Source: an optimization exercise on an open RTL-to-GDS flow (aim: small area, a short achievable clock period and few clock cycles per item). Production flows keep margins and buffers that such runs may drop.
Function was checked by simulation only, so behaviour that the tests miss may differ from the original.

==> inputs of violet <==
==> flow/design.v <==
module sig_accumulator #(
   parameter int               DATA_W      = 1459,
   parameter int               SIG_W       = 32,
   parameter int               NUM_SAMPLES = 256,
   parameter logic [SIG_W-1:0] SEED        = '0,
   localparam int              CHUNKS      = (DATA_W + SIG_W - 1) / SIG_W,
   localparam int              CNT_W       = $clog2(NUM_SAMPLES + 1)
) (
   input  logic                 clk,
   input  logic                 rst_n,
   input  logic                 start,
   input  logic                 in_valid,
   input  logic [DATA_W-1:0]    in_data,
   output logic                 in_ready,
   output logic [SIG_W-1:0]     sig,
   output logic                 sig_valid,
   output logic                 busy,
   output logic [CNT_W-1:0]     sample_cnt
);
   localparam int HOLD_W = CHUNKS * SIG_W;
   localparam int NPART  = 1;                               
   localparam int PART_C = (CHUNKS + NPART - 1) / NPART;    
   localparam logic [CNT_W-1:0] CNT_LAST = CNT_W'(NUM_SAMPLES - 1);
   logic              busy_q, rdy_q, valid_q, first_q, take_q, last_q, done_q;
   logic [CNT_W-1:0]  cnt_q;
   logic [SIG_W-1:0]  acc_q;      
   logic [SIG_W-1:0]  sig_q;      
   logic [HOLD_W-1:0] pad;
   logic [SIG_W-1:0]  part_d [NPART];
   logic [SIG_W-1:0]  part_q [NPART];
   logic [SIG_W-1:0]  folded;
   logic              xfer, xfer_last;
   assign pad = HOLD_W'(in_data);
   always_comb begin
      for (int p = 0; p < NPART; p++) begin
         for (int j = 0; j < SIG_W; j++) begin
            logic [PART_C-1:0] terms;
            terms = '0;
            for (int i = 0; i < PART_C; i++) begin
               if (p * PART_C + i < CHUNKS)
                  terms[i] = pad[(p * PART_C + i) * SIG_W
                                 + (j - (CHUNKS - 1 - (p * PART_C + i)) % SIG_W + SIG_W) % SIG_W];
            end
            part_d[p][j] = ^terms;
         end
      end
   end
   always_ff @(posedge clk) begin
      for (int p = 0; p < NPART; p++)
         part_q[p] <= part_d[p];
   end
   always_comb begin
      for (int j = 0; j < SIG_W; j++) begin
         logic b;
         b = first_q ? SEED[j] : acc_q[(j - CHUNKS % SIG_W + SIG_W) % SIG_W];
         for (int p = 0; p < NPART; p++)
            b = b ^ part_q[p][j];
         folded[j] = b;
      end
   end
   assign xfer      = rdy_q && in_valid;
   assign xfer_last = xfer && (cnt_q == CNT_LAST);
   always_ff @(posedge clk) begin
      if (!rst_n) begin
         busy_q  <= 1'b0;
         rdy_q   <= 1'b0;
         valid_q <= 1'b0;
         take_q  <= 1'b0;
         last_q  <= 1'b0;
      end else begin
         take_q <= xfer;
         last_q <= xfer_last;
         done_q <= last_q;
         if (!busy_q) begin
            if (start) begin
               busy_q  <= 1'b1;
               rdy_q   <= 1'b1;
               valid_q <= 1'b0;
            end
         end else begin
            if (xfer_last) rdy_q <= 1'b0;
            if (done_q) begin
               busy_q  <= 1'b0;
               valid_q <= 1'b1;
            end
         end
      end
   end
   always_ff @(posedge clk) begin
      if (!busy_q) begin
         first_q <= 1'b1;
      end else if (take_q) begin
         first_q <= 1'b0;
         acc_q   <= folded;
      end
      if (!busy_q && start) cnt_q <= '0;
      else                  cnt_q <= cnt_q + CNT_W'(xfer);
      sig_q <= acc_q;
   end
   assign in_ready   = rdy_q;
   assign busy       = busy_q;
   assign sig_valid  = valid_q;
   assign sig        = sig_q;
   assign sample_cnt = cnt_q;
endmodule
==> flow/flow/run.sh <==
#!/bin/bash
# The standard layout (standard.sh), with two placement settings:
#  - port buffers are sky130_fd_sc_hd__buf_1 (the default pick is a delay cell);
#  - the in_data pins that feed one signature bit, and that bit's sig pin, are placed as one
#    group on the die's edge, so each bit's XOR tree sits next to its pins.
# ORFS writes each step's full log under orfs/logs; make's own output goes to run.log here.
set -euo pipefail
cd "$(dirname "$0")/.."

DW=1459; SW=32; CH=$(( (DW + SW - 1) / SW ))
groups=""
for ((j = 0; j < SW; j++)); do
  g=""
  for ((c = 0; c < CH; c++)); do
    k=$(( ((j - (CH - 1 - c)) % SW + SW) % SW ))
    b=$(( c * SW + k ))
    if (( b < DW )); then g+="in_data[$b] "; fi
  done
  g+="sig[$j]"
  groups+=" -group_pins {$g}"
done

export BUFFER_PORTS_ARGS="-buffer_cell sky130_fd_sc_hd__buf_1"
# The clock pin is placed by flow/pre_io.tcl at the middle of the left edge.
export PRE_IO_PLACEMENT_TCL="$PWD/flow/pre_io.tcl"
export PLACE_PINS_ARGS="-min_distance 0.68 -exclude left:$(( 380 / 2 - 5 ))-$(( 380 / 2 + 5 ))${groups}"

bash standard.sh > run.log 2>&1
==> flow/flow/pre_io.tcl <==
# Place the clock pin first, at the middle of the left edge on a met3 track, and keep the
# other pins a few microns away from it: the clock net is routed with wider spacing than
# the signal pins are placed at.
set block [ord::get_db_block]
set die [$block getDieArea]
set dbu [$block getDefUnits]
set ymid [expr {($die yMax) / 2.0 / $dbu}]
set k [expr {int(($ymid - 0.34) / 0.68)}]
set y [expr {0.34 + 0.68 * $k}]
place_pin -pin_name clk -layer met3 -location [list 0 $y] -force_to_die_boundary
==> flow/standard.sh <==
#!/bin/bash
# synth_recipe.tcl (not shown) runs the flow's synth.tcl, then flattens the netlist and writes it again
# the make line also repeats each setting of config.mk as NAME=value (left out here)
make -C /OpenROAD-flow-scripts/flow DESIGN_CONFIG=/design/flow/config.mk WORK_HOME=/design/flow/orfs CLKGATE_MAP_FILE= SYNTH_SCRIPT=/design/flow/synth_recipe.tcl "${@:-finish}"
==> flow/config.mk <==
export PLATFORM = sky130hd
export DESIGN_NAME = sig_accumulator
export DESIGN_NICKNAME = sig_accumulator
export VERILOG_FILES = /design/flow/design.v
export SDC_FILE = /design/flow/constraint.sdc
export NUM_CORES = 4
export LEC_CHECK = 0
export CAP_MARGIN = 20
export CORE_AREA = 5 5 375 375
export DIE_AREA = 0 0 380 380
export SETUP_SLACK_MARGIN = 3.0
export SLEW_MARGIN = 20
==> flow/constraint.sdc <==
create_clock -name core_clock -period 5.0 [get_ports {clk}]
set_input_delay 1.0000 -clock core_clock [delete_from_list [all_inputs] [get_ports {clk}]]
set_output_delay 1.0000 -clock core_clock [all_outputs]
set_load 0.01 [all_outputs]
==> raven: changes against violet <==
--- a/flow/flow/run.sh
+++ b/flow/flow/run.sh
@@ -24,5 +24,5 @@
 # The clock pin is placed by flow/pre_io.tcl at the middle of the left edge.
 export PRE_IO_PLACEMENT_TCL="$PWD/flow/pre_io.tcl"
-export PLACE_PINS_ARGS="-min_distance 0.68 -exclude left:$(( 380 / 2 - 5 ))-$(( 380 / 2 + 5 ))${groups}"
+export PLACE_PINS_ARGS="-min_distance 0.68 -exclude left:$(( 340 / 2 - 5 ))-$(( 340 / 2 + 5 ))${groups}"
 
 bash standard.sh > run.log 2>&1
--- a/flow/flow/pre_io.tcl
+++ b/flow/flow/pre_io.tcl
@@ -5,5 +5,5 @@
 set die [$block getDieArea]
 set dbu [$block getDefUnits]
-set ymid [expr {($die yMax) / 2.0 / $dbu}]
+set ymid [expr {[$die yMax] / 2.0 / $dbu}]
 set k [expr {int(($ymid - 0.34) / 0.68)}]
 set y [expr {0.34 + 0.68 * $k}]
--- a/flow/config.mk
+++ b/flow/config.mk
@@ -7,6 +7,7 @@
 export LEC_CHECK = 0
 export CAP_MARGIN = 20
-export CORE_AREA = 5 5 375 375
-export DIE_AREA = 0 0 380 380
+export CORE_AREA = 5 5 335 335
+export DIE_AREA = 0 0 340 340
+export PLACE_DENSITY = 0.85
 export SETUP_SLACK_MARGIN = 3.0
 export SLEW_MARGIN = 20
==> run summary <==
| item | violet | raven |
|---|---|---|
| Top_reg_cell synth | dfxtp_1 | dfxtp_1 |
| Share of synthesized cell area in and, or, nand and nor gates | 1.67% | 1.67% |
| Ys async rst share | 0% | 0% |
| Proportion of synthesized chip area in sequential cells | 16.2% | 16.2% |
| Starting density of the core | 11.7% | 14.7% |
| Number of nets in the synthesized netlist | 3088 | 3088 |
| Fraction of the mapped netlist area in adder cells | 0.157% | 0.157% |
| Area share of the largest cell type after synthesis | 65.5% | 65.5% |
| Post-synth EDFFs | 33 | 33 |
| Floorplan die height | 380 um | 340 um |
| Top-count cell post-synth | xnor2_1 | xnor2_1 |
| Row cnt | 135 | 121 |
| Number of standard cells after synthesis | 1623 | 1623 |
| Post-synthesis compound-gate area fraction | 0.432% | 0.432% |
| Syn Area/Cell | 9.81 sq um | 9.81 sq um |
| Outcome | aborted with a tool error | complete, no violations |
| Failing step | I/O pin placement | - |
| Die width | 380 um | 340 um |
| XOR/XNOR share of the synthesized area | 81.4% | 81.4% |
| Yosys warns | 3 | 3 |
| Library cell occupying the most area in the post-synthesis netlist | xnor2_1 | xnor2_1 |
Testbench counts of violet, summed over its fixed seeds: cycles 6,224, items 6,144.
Testbench counts of raven, summed over its fixed seeds: cycles 6,224, items 6,144.

## static timing again, ports no longer ideal
The flow's constraints put no driver on any port. The routed layout listed below was extracted and timed again, unchanged, in two steps. Step 1, drivers: a clkbuf_16 drives clk and a buf_2 each remaining input, both assumed. Step 2, shift: input delay + t, output delay - t, t = (earliest + latest rising clock arrival at the registers) / 2. This alone moves slack from input paths to output paths. Slacks: no drivers / after step 1 / after step 2; pairs: no drivers / after step 1.
run: raven
t (ns): 0.461
setup WS [ns]: 3.010 / 2.922 / 2.461
hold WS [ns]: 0.376 / 0.376 / 0.376
worst slew at a driven data input, ns: 0.40
After both steps raven still meets setup and hold. The setup slack of raven moves by -0.088 ns with the drivers and by -0.549 ns with both steps.
